From an optimization exercise on the open Yosys and OpenROAD flow, aimed at small area and a short achievable clock period; shortcuts taken in it are not production practice.
At most, simulation tests tie the RTL to the original design; equivalence was not proved.
Power and IR drop assume default switching activity.

==> delta <==
Design echo_train_gen, start of the top module:
module echo_train_gen #(
  parameter int N_ECHO  = 5,
  parameter int DW      = 10,
  parameter int CNT_W   = 16,
  parameter int PERIOD  = 200,
  parameter int NOISE_W = 4
) (
  input  logic                          clk,
  input  logic                          reset,
  input  logic                          start,
  input  logic                          stop,
  input  logic                          mode,
  input  logic                          noise_en,
  input  logic [8*(N_ECHO+1)-1:0]       amp_i,
  input  logic [CNT_W*(N_ECHO+1)-1:0]   delay_i,
  output logic [DW-1:0]                 sum_o,
  output logic [7:0]                    start_o,
  output logic                          busy,
  output logic                          frame_o
);
  localparam int NP = N_ECHO + 1;
  logic             run_q;
  logic             last_q;
  logic             first_q;
  logic [7:0]       cnt_q;
  logic [15:0]      lfsr_q;
  logic [DW-1:0]    sum_q;
  logic [7:0]       st_q;
  logic             frame_q;
  logic [7:0]       amp_q [NP];
  logic [8:0]       pos_q [NP];
  logic [7:0]       sb_q  [NP];
  logic [7:0]       h1_q  [NP];
  logic [7:0]       h2_q  [NP];
  logic             hc_q  [NP];
  logic [10:0]      y1_q, y2_q, y3_q;
  logic [7:0]       p0_q;
  logic go, ld;
  assign go = run_q && !stop;
  assign ld = !run_q || last_q;
  logic [7:0] sb_d [NP];
  for (genvar k = 0; k < NP; k++) begin : g_shape
    logic [8:0] u;
    logic       win;
    logic [7:0] s4;
    assign u = pos_q[k];
    assign win = (u[8:4] == 5'd0 && u[3:0] <= 4'd11) || (u[8:2] == 7'h7F);
    localparam logic [127:0] SHAPE4 = 128'h230e0502050e23477cb9ebffebb97c47;
    assign s4 = SHAPE4[8*u[3:0] +: 8];
    assign sb_d[k] = win ? s4 : 8'd0;
  end
  logic [7:0] h1_d [NP];
  logic [7:0] h2_d [NP];
  logic       hc_d [NP];
  for (genvar k = 0; k < NP; k++) begin : g_mul
    etg_mul u_mul (.a(amp_q[k]), .s(sb_q[k]), .h1(h1_d[k]), .h2(h2_d[k]), .hc(hc_d[k]));
  end
  logic [10:0] y1_d, y2_d, y3_d;
  etg_sum u_sum (
    .h1({h1_q[5], h1_q[4], h1_q[3], h1_q[2], h1_q[1], h1_q[0]}),
    .h2({h2_q[5], h2_q[4], h2_q[3], h2_q[2], h2_q[1], h2_q[0]}),
  ...
==> flow/config.mk <==
export PLATFORM = sky130hd
export DESIGN_NAME = echo_train_gen
export DESIGN_NICKNAME = echo_train_gen
export VERILOG_FILES = /design/flow/design.v
export SDC_FILE = /design/flow/constraint.sdc
export NUM_CORES = 4
export LEC_CHECK = 0
export CAP_MARGIN = 20
export CORE_MARGIN = 2
export CORE_UTILIZATION = 40
export SETUP_SLACK_MARGIN = 5
export SLEW_MARGIN = 20
==> flow/constraint.sdc <==
create_clock -name core_clock -period 10.5 [get_ports {clk}]
set_input_delay 2.1000 -clock core_clock [delete_from_list [all_inputs] [get_ports {clk}]]
set_output_delay 2.1000 -clock core_clock [all_outputs]
set_load 0.01 [all_outputs]
standard.sh (not shown) runs the stock make flow with config.mk's settings and CLKGATE_MAP_FILE= SYNTH_SCRIPT=/design/flow/synth_recipe.tcl, a recipe that flattens the netlist after the stock synthesis.
==> flow/flow/run.sh <==
#!/bin/bash
set -euo pipefail
MARGIN=${MARGIN:-7}
PORTBUF=${PORTBUF:-sky130_fd_sc_hd__buf_1}
sed -e "s/SETUP_SLACK_MARGIN=[0-9.]*/SETUP_SLACK_MARGIN=$MARGIN/" \
    -e "s/\"\${@:-finish}\"/BUFFER_PORTS_ARGS='-buffer_cell $PORTBUF' \"\${@:-finish}\"/" \
    standard.sh > standard_flow.sh
bash standard_flow.sh > standard.log 2>&1
==> willow: changes against delta <==
--- a/flow/design.v
+++ b/flow/design.v
@@ -25,29 +25,29 @@
   logic [7:0]       cnt_q;
   logic [15:0]      lfsr_q;
   logic [DW-1:0]    sum_q;
   logic [7:0]       st_q;
   logic             frame_q;
   logic [7:0]       amp_q [NP];
-  logic [8:0]       pos_q [NP];
+  logic [7:0]       pos_q [NP];
   logic [7:0]       sb_q  [NP];
   logic [7:0]       h1_q  [NP];
   logic [7:0]       h2_q  [NP];
   logic             hc_q  [NP];
   logic [10:0]      y1_q, y2_q, y3_q;
   logic [7:0]       p0_q;
   logic go, ld;
   assign go = run_q && !stop;
   assign ld = !run_q || last_q;
   logic [7:0] sb_d [NP];
   for (genvar k = 0; k < NP; k++) begin : g_shape
-    logic [8:0] u;
+    logic [7:0] u;
     logic       win;
     logic [7:0] s4;
     assign u = pos_q[k];
-    assign win = (u[8:4] == 5'd0 && u[3:0] <= 4'd11) || (u[8:2] == 7'h7F);
+    assign win = (u[7:4] == 4'd0 && u[3:0] <= 4'd11) || (u[7:2] == 6'h3F);
     localparam logic [127:0] SHAPE4 = 128'h230e0502050e23477cb9ebffebb97c47;
     assign s4 = SHAPE4[8*u[3:0] +: 8];
     assign sb_d[k] = win ? s4 : 8'd0;
   end
   logic [7:0] h1_d [NP];
   logic [7:0] h2_d [NP];
@@ -68,13 +68,13 @@
   end
   logic [7:0] sb_in [NP];    
   logic [1:0] h1_in [NP];    
   logic       h2_in [NP];
   logic       hc_in [NP];
   logic       z0_in [NP];
-  logic [8:0] pos_in [NP];
+  logic [7:0] pos_in [NP];
   always_comb begin
     for (int k = 0; k < NP; k++) begin
       logic [7:0]  a;
       logic [15:0] d;
       logic        hz, d0, d1, d2;
       logic [8:0]  lo5;
@@ -87,13 +87,13 @@
       lo5 = {1'b0, a[5:0], 2'b00} + {1'b0, a};
       z0_in[k]  = d0;
       sb_in[k]  = d0 ? 8'd14 : d1 ? 8'd5 : d2 ? 8'd2 : 8'd0;
       h1_in[k]  = d0 ? a[7:6] : 2'd0;
       h2_in[k]  = d1 && a[7];
       hc_in[k]  = d0 && lo5[8];
-      pos_in[k] = (d[15:8] != 8'd0) ? 9'h100 : {1'b1, ~d[7:0]};
+      pos_in[k] = (d[15:8] != 8'd0 || d[7:0] >= 8'(PERIOD)) ? 8'd13 : ~d[7:0];
     end
   end
   logic [2:0] x0;
   logic [4:0] x0n;
   logic s1, c1, s2, c2, s3, c3, s4, c4;
   assign s1 = v0[0] ^ v0[1] ^ v0[2];
@@ -138,13 +138,13 @@
         pos_q[k] <= pos_in[k];
         sb_q[k]  <= sb_in[k];
         h1_q[k]  <= {6'd0, h1_in[k]};
         h2_q[k]  <= {7'd0, h2_in[k]};
         hc_q[k]  <= hc_in[k];
       end else begin
-        pos_q[k] <= pos_q[k] + 9'd1;
+        pos_q[k] <= pos_q[k] + 8'd1;
         sb_q[k]  <= sb_d[k];
         h1_q[k]  <= h1_d[k];
         h2_q[k]  <= h2_d[k];
         hc_q[k]  <= hc_d[k];
       end
     end
CTS_BUF_LIST = sky130_fd_sc_hd__clkbuf_8   (was not set)
CTS_CLUSTER_SIZE = 30   (was not set)
==> ember: changes against delta <==
--- a/flow/design.v
+++ b/flow/design.v
@@ -58,43 +58,32 @@
   logic [10:0] y1_d, y2_d, y3_d;
   etg_sum u_sum (
     .h1({h1_q[5], h1_q[4], h1_q[3], h1_q[2], h1_q[1], h1_q[0]}),
     .h2({h2_q[5], h2_q[4], h2_q[3], h2_q[2], h2_q[1], h2_q[0]}),
     .hc({hc_q[5], hc_q[4], hc_q[3], hc_q[2], hc_q[1], hc_q[0]}),
     .y1(y1_d), .y2(y2_d), .y3(y3_d));
-  logic       v0   [NP];
+  logic       v0 [NP];    
   logic       z0_q [NP];  
+  logic [2:0] v1 [NP];    
+  logic [3:0] v2 [NP];    
   for (genvar k = 0; k < NP; k++) begin : g_early
-    assign v0[k] = z0_q[k] && amp_q[k][7];
-  end
-  logic [7:0] sb_in [NP];    
-  logic [1:0] h1_in [NP];    
-  logic       h2_in [NP];
-  logic       hc_in [NP];
-  logic       z0_in [NP];
-  logic [8:0] pos_in [NP];
-  always_comb begin
-    for (int k = 0; k < NP; k++) begin
-      logic [7:0]  a;
-      logic [15:0] d;
-      logic        hz, d0, d1, d2;
-      logic [8:0]  lo5;
-      a  = amp_i[8*k +: 8];
-      d  = delay_i[CNT_W*k +: CNT_W];
-      hz = d[15:2] == 14'd0;
-      d0 = hz && d[1:0] == 2'd0;
-      d1 = hz && d[1:0] == 2'd1;
-      d2 = hz && d[1:0] == 2'd2;
-      lo5 = {1'b0, a[5:0], 2'b00} + {1'b0, a};
-      z0_in[k]  = d0;
-      sb_in[k]  = d0 ? 8'd14 : d1 ? 8'd5 : d2 ? 8'd2 : 8'd0;
-      h1_in[k]  = d0 ? a[7:6] : 2'd0;
-      h2_in[k]  = d1 && a[7];
-      hc_in[k]  = d0 && lo5[8];
-      pos_in[k] = (d[15:8] != 8'd0) ? 9'h100 : {1'b1, ~d[7:0]};
-    end
+    logic [7:0]  a;
+    logic [10:0] a5;
+    logic [11:0] a14;
+    logic        d0, d1, d2;
+    assign a   = amp_q[k];
+    assign a5  = 11'(a) + {1'b0, a, 2'b00};
+    assign a14 = {a, 4'b0000} - {3'b000, a, 1'b0};
+    logic        hi1;
+    assign hi1 = &pos_q[k][8:2];
+    assign d0  = hi1 &&  pos_q[k][1] &&  pos_q[k][0];
+    assign d1  = hi1 &&  pos_q[k][1] && !pos_q[k][0];
+    assign d2  = hi1 && !pos_q[k][1] &&  pos_q[k][0];
+    assign v0[k] = z0_q[k] && a[7];
+    assign v1[k] = d1 ? {2'b00, a[7]} : d0 ? a5[10:8] : 3'd0;
+    assign v2[k] = d2 ? {3'b000, a[7]} : d1 ? {1'b0, a5[10:8]} : d0 ? a14[11:8] : 4'd0;
   end
   logic [2:0] x0;
   logic [4:0] x0n;
   logic s1, c1, s2, c2, s3, c3, s4, c4;
   assign s1 = v0[0] ^ v0[1] ^ v0[2];
   assign c1 = (v0[0] & v0[1]) | (v0[2] & (v0[0] ^ v0[1]));
@@ -131,30 +120,40 @@
     cnt_q   <= ld ? 8'd0 : cnt_q + 8'd1;
     last_q  <= run_q && cnt_q == 8'(PERIOD - 2);
     first_q <= ld;
     for (int k = 0; k < NP; k++) begin
       if (ld) begin
         amp_q[k] <= amp_i[8*k +: 8];
-        z0_q[k]  <= z0_in[k];
-        pos_q[k] <= pos_in[k];
-        sb_q[k]  <= sb_in[k];
-        h1_q[k]  <= {6'd0, h1_in[k]};
-        h2_q[k]  <= {7'd0, h2_in[k]};
-        hc_q[k]  <= hc_in[k];
+        z0_q[k]  <= delay_i[CNT_W*k +: CNT_W] == 16'd0;
+        pos_q[k] <= (delay_i[CNT_W*k+8 +: 8] != 8'd0) ? 9'h100 : {1'b1, ~delay_i[CNT_W*k +: 8]};
       end else begin
         pos_q[k] <= pos_q[k] + 9'd1;
-        sb_q[k]  <= sb_d[k];
-        h1_q[k]  <= h1_d[k];
-        h2_q[k]  <= h2_d[k];
-        hc_q[k]  <= hc_d[k];
+      end
+      sb_q[k] <= sb_d[k];
+    end
+    if (first_q) begin
+      y1_q <= 11'(v1[0]) + 11'(v1[1]);
+      y2_q <= 11'(v1[2]) + 11'(v1[3]);
+      y3_q <= 11'(v1[4]) + 11'(v1[5]);
+      p0_q <= {5'd0, v1[0]};
+      for (int k = 0; k < NP; k++) begin
+        h1_q[k] <= {4'd0, v2[k]};
+        h2_q[k] <= 8'd0;
+        hc_q[k] <= 1'b0;
+      end
+    end else begin
+      y1_q <= y1_d;
+      y2_q <= y2_d;
+      y3_q <= y3_d;
+      p0_q <= h1_q[0] + h2_q[0] + {7'd0, hc_q[0]};
+      for (int k = 0; k < NP; k++) begin
+        h1_q[k] <= h1_d[k];
+        h2_q[k] <= h2_d[k];
+        hc_q[k] <= hc_d[k];
       end
     end
-    y1_q <= y1_d;
-    y2_q <= y2_d;
-    y3_q <= y3_d;
-    p0_q <= h1_q[0] + h2_q[0] + {7'd0, hc_q[0]};
   end
   assign sum_o   = sum_q;
   assign start_o = st_q;
   assign frame_o = frame_q;
   assign busy    = run_q;
 endmodule
==> flow/flow/run.sh (replaced) <==
#!/bin/bash
set -euo pipefail
MARGIN=${MARGIN:-7}
sed "s/SETUP_SLACK_MARGIN=[0-9.]*/SETUP_SLACK_MARGIN=$MARGIN/" standard.sh > standard_margin.sh
bash standard_margin.sh > standard.log 2>&1
==> run summary <==
status finished clean; Gate Count Post-Synth 2313; vias per std cell 4.960; Layout Cells excl Fill 3331; PwrDens 116.4 mW/mm^2; reg2reg setup slack 7080 ps; number of core rows 88; Logic inverters 344; most instantiated cells after synthesis 342 x inv_1, 290 x fa_1, 283 x and2_1; Signal buf overhead 3.146%; Clock Skew 38.12 ps
The numbers above come from willow.

==> run summary <==
status finished clean; PwrDens 112.2 mW/mm^2; reg2reg setup slack 7090 ps; most instantiated cells after synthesis 346 x inv_1, 290 x fa_1, 286 x and2_1; Clock Skew 24.33 ps; Signal buf overhead 3.560%; number of core rows 89; vias per std cell 4.919
The numbers above come from delta.

==> run summary <==
status finished clean; Logic inverters 405; vias per std cell 4.963; Largest Register pos_q; Gate Count Post-Synth 2735; Layout Cells excl Fill 3820; reg2reg setup slack 7060 ps; Clock Skew 18.43 ps; Signal buf overhead 7.376%
The numbers above come from ember.

The RTL of ember was laid out without a check of its function.

---

==> run Z: inputs <==
echo_train_gen with an RTL version that a note above also has.
export LEC_CHECK = 0
export CAP_MARGIN = 20
export CORE_MARGIN = 2
export CORE_UTILIZATION = 60
export SETUP_SLACK_MARGIN = 5
export SLEW_MARGIN = 20
create_clock -name core_clock -period 10.5 [get_ports {clk}]
==> flow/flow/run.sh <==
#!/bin/bash
set -euo pipefail
MARGIN=${MARGIN:-7}
PORTBUF=${PORTBUF:-sky130_fd_sc_hd__buf_1}
sed -e "s/SETUP_SLACK_MARGIN=[0-9.]*/SETUP_SLACK_MARGIN=$MARGIN/" \
    -e "s/\"\${@:-finish}\"/BUFFER_PORTS_ARGS='-buffer_cell $PORTBUF' \"\${@:-finish}\"/" \
    standard.sh > standard_flow.sh
bash standard_flow.sh > standard.log 2>&1
==> run Y: changes against run Z <==
--- a/flow/config.mk
+++ b/flow/config.mk
@@ -7,6 +7,6 @@
 export LEC_CHECK = 0
 export CAP_MARGIN = 20
 export CORE_MARGIN = 2
-export CORE_UTILIZATION = 60
+export CORE_UTILIZATION = 40
 export SETUP_SLACK_MARGIN = 5
 export SLEW_MARGIN = 20
==> run X: changes against run Z <==
--- a/flow/config.mk
+++ b/flow/config.mk
@@ -5,8 +5,9 @@
 export SDC_FILE = /design/flow/constraint.sdc
 export NUM_CORES = 4
 export LEC_CHECK = 0
+export ABC_AREA = 1
 export CAP_MARGIN = 20
 export CORE_MARGIN = 2
-export CORE_UTILIZATION = 60
+export CORE_UTILIZATION = 40
 export SETUP_SLACK_MARGIN = 5
 export SLEW_MARGIN = 20
==> qor summary <==
quantity	run X	run Y	run Z
Outcome	finished clean	finished clean	finished clean
Power dissipated by switching net loads	0.897 mW	0.817 mW	0.832 mW
Achievable frequency	286 MHz	292 MHz	292 MHz
Overall global routing resource usage	17.8%	17.5%	26.4%
Syn Inst Count	2931	2313	2313
Design area	27200 µm²	26600 µm²	26300 µm²
Share of Yosys cell area claimed by the top area cell type	23.8%	24.7%	24.7%
Share of the clock period used by the worst path	33.2%	32.6%	32.7%
Post-layout nets	3676	3113	3115
Cell row count	90	88	72
Sequential logic power	1.39 mW	1.42 mW	1.42 mW
Crit path setup slack, layout	7010 ps	7080 ps	7070 ps
Count of distinct cell types in the synthesized netlist	56	78	78
Max rail drop VDD	0.127 mV	0.0926 mV	0.113 mV

---

==> job 4163: inputs <==
echo_train_gen, a different RTL version from the one above (not shown whole).
==> module echo_train_gen, before the edit <==
module echo_train_gen #(
  parameter int N_ECHO  = 5,
  parameter int DW      = 10,
  parameter int CNT_W   = 16,
  parameter int PERIOD  = 200,
  parameter int NOISE_W = 4
) (
  input  logic                          clk,
  input  logic                          reset,
  input  logic                          start,
  input  logic                          stop,
  input  logic                          mode,
  input  logic                          noise_en,
  input  logic [8*(N_ECHO+1)-1:0]       amp_i,
  input  logic [CNT_W*(N_ECHO+1)-1:0]   delay_i,
  output logic [DW-1:0]                 sum_o,
  output logic [7:0]                    start_o,
  output logic                          busy,
  output logic                          frame_o
);
  localparam int NP = N_ECHO + 1;
  logic             run_q;
  logic [7:0]       cnt_q;
  logic [15:0]      lfsr_q;
  logic [DW-1:0]    sum_q;
  logic [7:0]       st_q;
  logic             frame_q;
  logic [7:0]       amp_q [NP];
  logic [8:0]       pos_q [NP];
  logic [7:0]       sb_q  [NP];
  logic [7:0]       h1_q  [NP];
  logic [7:0]       h2_q  [NP];
  logic             hc_q  [NP];
  logic [10:0]      y1_q, y2_q;
  logic [7:0]       p0_q;
  logic             last, go;
  logic             last_q;
  logic ld;
  assign last = last_q;
  assign go   = run_q && !stop;
  assign ld   = !run_q || last_q;
  logic [2:0] pv1_in [NP];    
  logic [8:0] pos_in [NP];
  logic [7:0] sb_in  [NP];    
  logic [5:0] b0_in;          
  always_comb begin
    for (int k = 0; k < NP; k++) begin
      logic [7:0]  a;
      logic [15:0] d;
      logic [10:0] a5;
      logic        hz;
      a  = amp_i[8*k +: 8];
      d  = delay_i[CNT_W*k +: CNT_W];
      a5 = 11'(a) + (11'(a) << 2);
      hz = (d[15:2] == 14'd0);
      b0_in[k]  = hz && d[1:0] == 2'd0 && a[7];
      pv1_in[k] = (hz && d[1:0] == 2'd1) ? {2'd0, a[7]} : (hz && d[1:0] == 2'd0) ? a5[10:8] : 3'd0;
      sb_in[k]  = !hz ? 8'd0 : (d[1:0] == 2'd0) ? 8'd14 : (d[1:0] == 2'd1) ? 8'd5 :
                  (d[1:0] == 2'd2) ? 8'd2 : 8'd0;
      pos_in[k] = (d[15:8] != 8'd0) ? 9'h100 : {1'b1, ~d[7:0]};
    end
  end
  logic [7:0] sb_d [NP];
  for (genvar k = 0; k < NP; k++) begin : g_shape
    logic [8:0] u;
    assign u = pos_q[k];
    logic       win;
    logic [7:0] s4;
    assign win = (u[8:4] == 5'd0 && u[3:0] <= 4'd11) || (u[8:2] == 7'h7F);
    localparam logic [127:0] SHAPE4 = 128'h230e0502050e23477cb9ebffebb97c47;
    assign s4 = SHAPE4[8*u[3:0] +: 8];
    assign sb_d[k] = win ? s4 : 8'd0;
  end
  logic [7:0] h1_d [NP];
  logic [7:0] h2_d [NP];
  logic       hc_d [NP];
  for (genvar k = 0; k < NP; k++) begin : g_mul
    etg_mul u_mul (.a(amp_q[k]), .s(sb_q[k]), .h1(h1_d[k]), .h2(h2_d[k]), .hc(hc_d[k]));
  end
  logic [10:0] y1_d, y2_d;
  etg_sum u_sum (
    .h1({h1_q[5], h1_q[4], h1_q[3], h1_q[2], h1_q[1], h1_q[0]}),
    .h2({h2_q[5], h2_q[4], h2_q[3], h2_q[2], h2_q[1], h2_q[0]}),
    .hc({hc_q[5], hc_q[4], hc_q[3], hc_q[2], hc_q[1], hc_q[0]}),
    .y1(y1_d), .y2(y2_d));
  logic [10:0] xs, xns;
  logic [DW-1:0] xsat, xnsat;
  assign xs    = y1_q + y2_q;
  assign xns   = y1_q + y2_q + 11'(lfsr_q[3:0]);
  assign xsat  = xs[10]  ? 10'd1023 : xs[9:0];
  assign xnsat = xns[10] ? 10'd1023 : xns[9:0];
  always_ff @(posedge clk or posedge reset) begin
    if (reset) begin
      run_q   <= 1'b0;
      lfsr_q  <= 16'hACE1;
      sum_q   <= '0;
      st_q    <= '0;
      frame_q <= 1'b0;
    end else begin
      run_q   <= run_q ? !(stop || (last && !mode)) : (start && !stop);
      if (run_q) lfsr_q <= {lfsr_q[0] ^ lfsr_q[2] ^ lfsr_q[3] ^ lfsr_q[5], lfsr_q[15:1]};
      sum_q   <= go ? (noise_en ? xnsat : xsat) : 10'd0;
      st_q    <= go ? p0_q : 8'd0;
      frame_q <= go && last;
    end
  end
  always_ff @(posedge clk) begin
    cnt_q  <= ld ? 8'd0 : cnt_q + 8'd1;
    last_q <= run_q && cnt_q == 8'(PERIOD - 2);
    if (ld) begin
      y1_q <= 11'(b0_in[0]) + 11'(b0_in[1]) + 11'(b0_in[2]);
      y2_q <= 11'(b0_in[3]) + 11'(b0_in[4]) + 11'(b0_in[5]);
      p0_q <= {7'd0, b0_in[0]};
      for (int k = 0; k < NP; k++) begin
        amp_q[k] <= amp_i[8*k +: 8];
        pos_q[k] <= pos_in[k];
        sb_q[k]  <= sb_in[k];
        h1_q[k]  <= {5'd0, pv1_in[k]};
        h2_q[k]  <= 8'd0;
        hc_q[k]  <= 1'b0;
      end
    end else begin
      y1_q <= y1_d;
      y2_q <= y2_d;
      p0_q <= h1_q[0] + h2_q[0] + {7'd0, hc_q[0]};
      for (int k = 0; k < NP; k++) begin
        pos_q[k] <= pos_q[k] + 9'd1;
        sb_q[k]  <= sb_d[k];
        h1_q[k]  <= h1_d[k];
        h2_q[k]  <= h2_d[k];
        hc_q[k]  <= hc_d[k];
      end
    end
  end
  assign sum_o   = sum_q;
  assign start_o = st_q;
  assign frame_o = frame_q;
  assign busy    = run_q;
endmodule
make LEC_CHECK=0 CAP_MARGIN=20 CORE_MARGIN=2 CORE_UTILIZATION=60 SETUP_SLACK_MARGIN=5 SLEW_MARGIN=20 finish   # period 10.5 ns
run.sh (not shown) runs the stock make flow with config.mk's settings and CLKGATE_MAP_FILE= SYNTH_SCRIPT=/design/flow/synth_recipe.tcl, a recipe that flattens the netlist after the stock synthesis.
Stock flow here: none of the scripts above is used.
==> job 2869 (differences from job 4163) <==
==> flow/flow/run.sh (new file) <==
#!/bin/bash
set -euo pipefail
MARGIN=${MARGIN:-7}
sed "s/SETUP_SLACK_MARGIN=[0-9.]*/SETUP_SLACK_MARGIN=$MARGIN/" standard.sh > standard_margin.sh
bash standard_margin.sh > standard.log 2>&1
==> flow/standard.sh (new file) <==
#!/bin/bash
# synth_recipe.tcl (not shown) runs the flow's synth.tcl, then flattens the netlist and writes it again
# the make line also repeats each setting of config.mk as NAME=value (left out here)
make -C /OpenROAD-flow-scripts/flow DESIGN_CONFIG=/design/flow/config.mk WORK_HOME=/design/flow/orfs CLKGATE_MAP_FILE= SYNTH_SCRIPT=/design/flow/synth_recipe.tcl "${@:-finish}"
- CORE_UTILIZATION: 60 -> 40
removed: flow/run.sh
==> job 5464 (differences from job 4163) <==
- CORE_UTILIZATION: 60 -> 40
==> job 2185 (differences from job 4163) <==
--- a/flow/design.v
+++ b/flow/design.v
@@ -33,12 +33,30 @@
   logic             hc_q  [NP];
   logic [10:0]      y1_q, y2_q;
   logic [7:0]       p0_q;
-  logic             last, go;
-  logic             last_q;
-  logic ld;
-  assign last = last_q;
-  assign go   = run_q && !stop;
-  assign ld   = !run_q || last_q;
+  logic             last, latch, go;
+  function automatic logic [7:0] shape4(input logic [3:0] i);
+    case (i)
+      4'd0:  shape4 = 8'd71;
+      4'd1:  shape4 = 8'd124;
+      4'd2:  shape4 = 8'd185;
+      4'd3:  shape4 = 8'd235;
+      4'd4:  shape4 = 8'd255;
+      4'd5:  shape4 = 8'd235;
+      4'd6:  shape4 = 8'd185;
+      4'd7:  shape4 = 8'd124;
+      4'd8:  shape4 = 8'd71;
+      4'd9:  shape4 = 8'd35;
+      4'd10: shape4 = 8'd14;
+      4'd11: shape4 = 8'd5;
+      4'd12: shape4 = 8'd2;
+      4'd13: shape4 = 8'd5;
+      4'd14: shape4 = 8'd14;
+      default: shape4 = 8'd35;
+    endcase
+  endfunction
+  assign last  = (cnt_q == 8'(PERIOD - 1));
+  assign go    = run_q && !stop;
+  assign latch = !stop && (run_q ? (last && mode) : start);
   logic [2:0] pv1_in [NP];    
   logic [8:0] pos_in [NP];
   logic [7:0] sb_in  [NP];    
@@ -64,12 +82,7 @@
   for (genvar k = 0; k < NP; k++) begin : g_shape
     logic [8:0] u;
     assign u = pos_q[k];
-    logic       win;
-    logic [7:0] s4;
-    assign win = (u[8:4] == 5'd0 && u[3:0] <= 4'd11) || (u[8:2] == 7'h7F);
-    localparam logic [127:0] SHAPE4 = 128'h230e0502050e23477cb9ebffebb97c47;
-    assign s4 = SHAPE4[8*u[3:0] +: 8];
-    assign sb_d[k] = win ? s4 : 8'd0;
+    assign sb_d[k] = ((u[8:4] == 5'd0 && u[3:0] <= 4'd11) || (u[8:2] == 7'h7F)) ? shape4(u[3:0]) : 8'd0;
   end
   logic [7:0] h1_d [NP];
   logic [7:0] h2_d [NP];
@@ -105,9 +118,8 @@
     end
   end
   always_ff @(posedge clk) begin
-    cnt_q  <= ld ? 8'd0 : cnt_q + 8'd1;
-    last_q <= run_q && cnt_q == 8'(PERIOD - 2);
-    if (ld) begin
+    cnt_q <= (!go || last) ? 8'd0 : cnt_q + 8'd1;
+    if (latch) begin
       y1_q <= 11'(b0_in[0]) + 11'(b0_in[1]) + 11'(b0_in[2]);
       y2_q <= 11'(b0_in[3]) + 11'(b0_in[4]) + 11'(b0_in[5]);
       p0_q <= {7'd0, b0_in[0]};
- CORE_UTILIZATION: 60 -> 40
==> comparison <==
Die area: job 2185 is larger than job 2869 (6.4%). Between job 4163 and job 5464, the lower wire length is in job 4163 (gap 2.8%, measured against job 5464). The highest non-clock buffer count belongs to job 2869, the lowest to job 4163. Between job 2185 and job 2869, the lower global-route usage is in job 2869 (gap 0.19 points). Between job 2185 and job 2869, the lower core utilization is in job 2185 (gap 0.66 points). Clock skew: job 4163 < job 2185 < job 2869 < job 5464. Job 2185 completed without violations. Job 2869 finished clean. Job 4163 went through all stages and came out clean. Job 5464 finished clean.
Function was not checked in any run of this note: the RTL went through the layout flow alone.

afterwards: timing with drivers on the ports:
How much do the figures lean on ideal ports? The routed layouts below were timed once more, with nothing changed but the port constraints. Step 1 assumes that a clkbuf_16 drives the clock port and a buf_2 every other input. Step 2 also shifts input and output timing later by t, the mid clock arrival at the registers, as if the neighbouring blocks saw the same clock. a / b / c = no drivers / after step 1 / after step 2; a / b = the first two.
run | shift t [ns] | slack for setup (ns) | worst setup path after step 2 | latest minus earliest clock arrival (ns) | worst data-port slew with drivers (ns)
delta | 0.621 | 7.091 / 7.047 / 6.678 | input to register | 0.026 / 0.027 | 0.04
willow | 0.703 | 7.078 / 7.073 / 6.572 | input to register | 0.038 / 0.038 | 0.06
ember | 0.619 | 7.060 / 7.029 / 6.755 | input to register | 0.020 / 0.020 | 0.05
run Z | 0.613 | 7.070 / 7.042 / 6.545 | input to register | 0.027 / 0.027 | 0.04
run Y | 0.613 | 7.077 / 7.046 / 6.567 | input to register | 0.028 / 0.028 | 0.06
run X | 0.633 | 7.009 / 7.009 / 6.913 | input to register | 0.016 / 0.016 | 0.05
job 4163 | 0.607 | 6.155 / 6.183 / 5.576 | input to register | 0.017 / 0.016 | 0.05
job 2869 | 0.602 | 6.767 / 6.790 / 6.188 | input to register | 0.021 / 0.022 | 0.07
job 5464 | 0.611 | 6.122 / 6.159 / 5.548 | input to register | 0.026 / 0.026 | 0.05
job 2185 | 0.626 | 5.634 / 5.670 / 5.044 | input to register | 0.018 / 0.018 | 0.05
After both steps every run listed still meets setup and hold. The setup slack of job 2185, which loses most, moves by +0.036 ns with the drivers and by -0.590 ns with both steps.
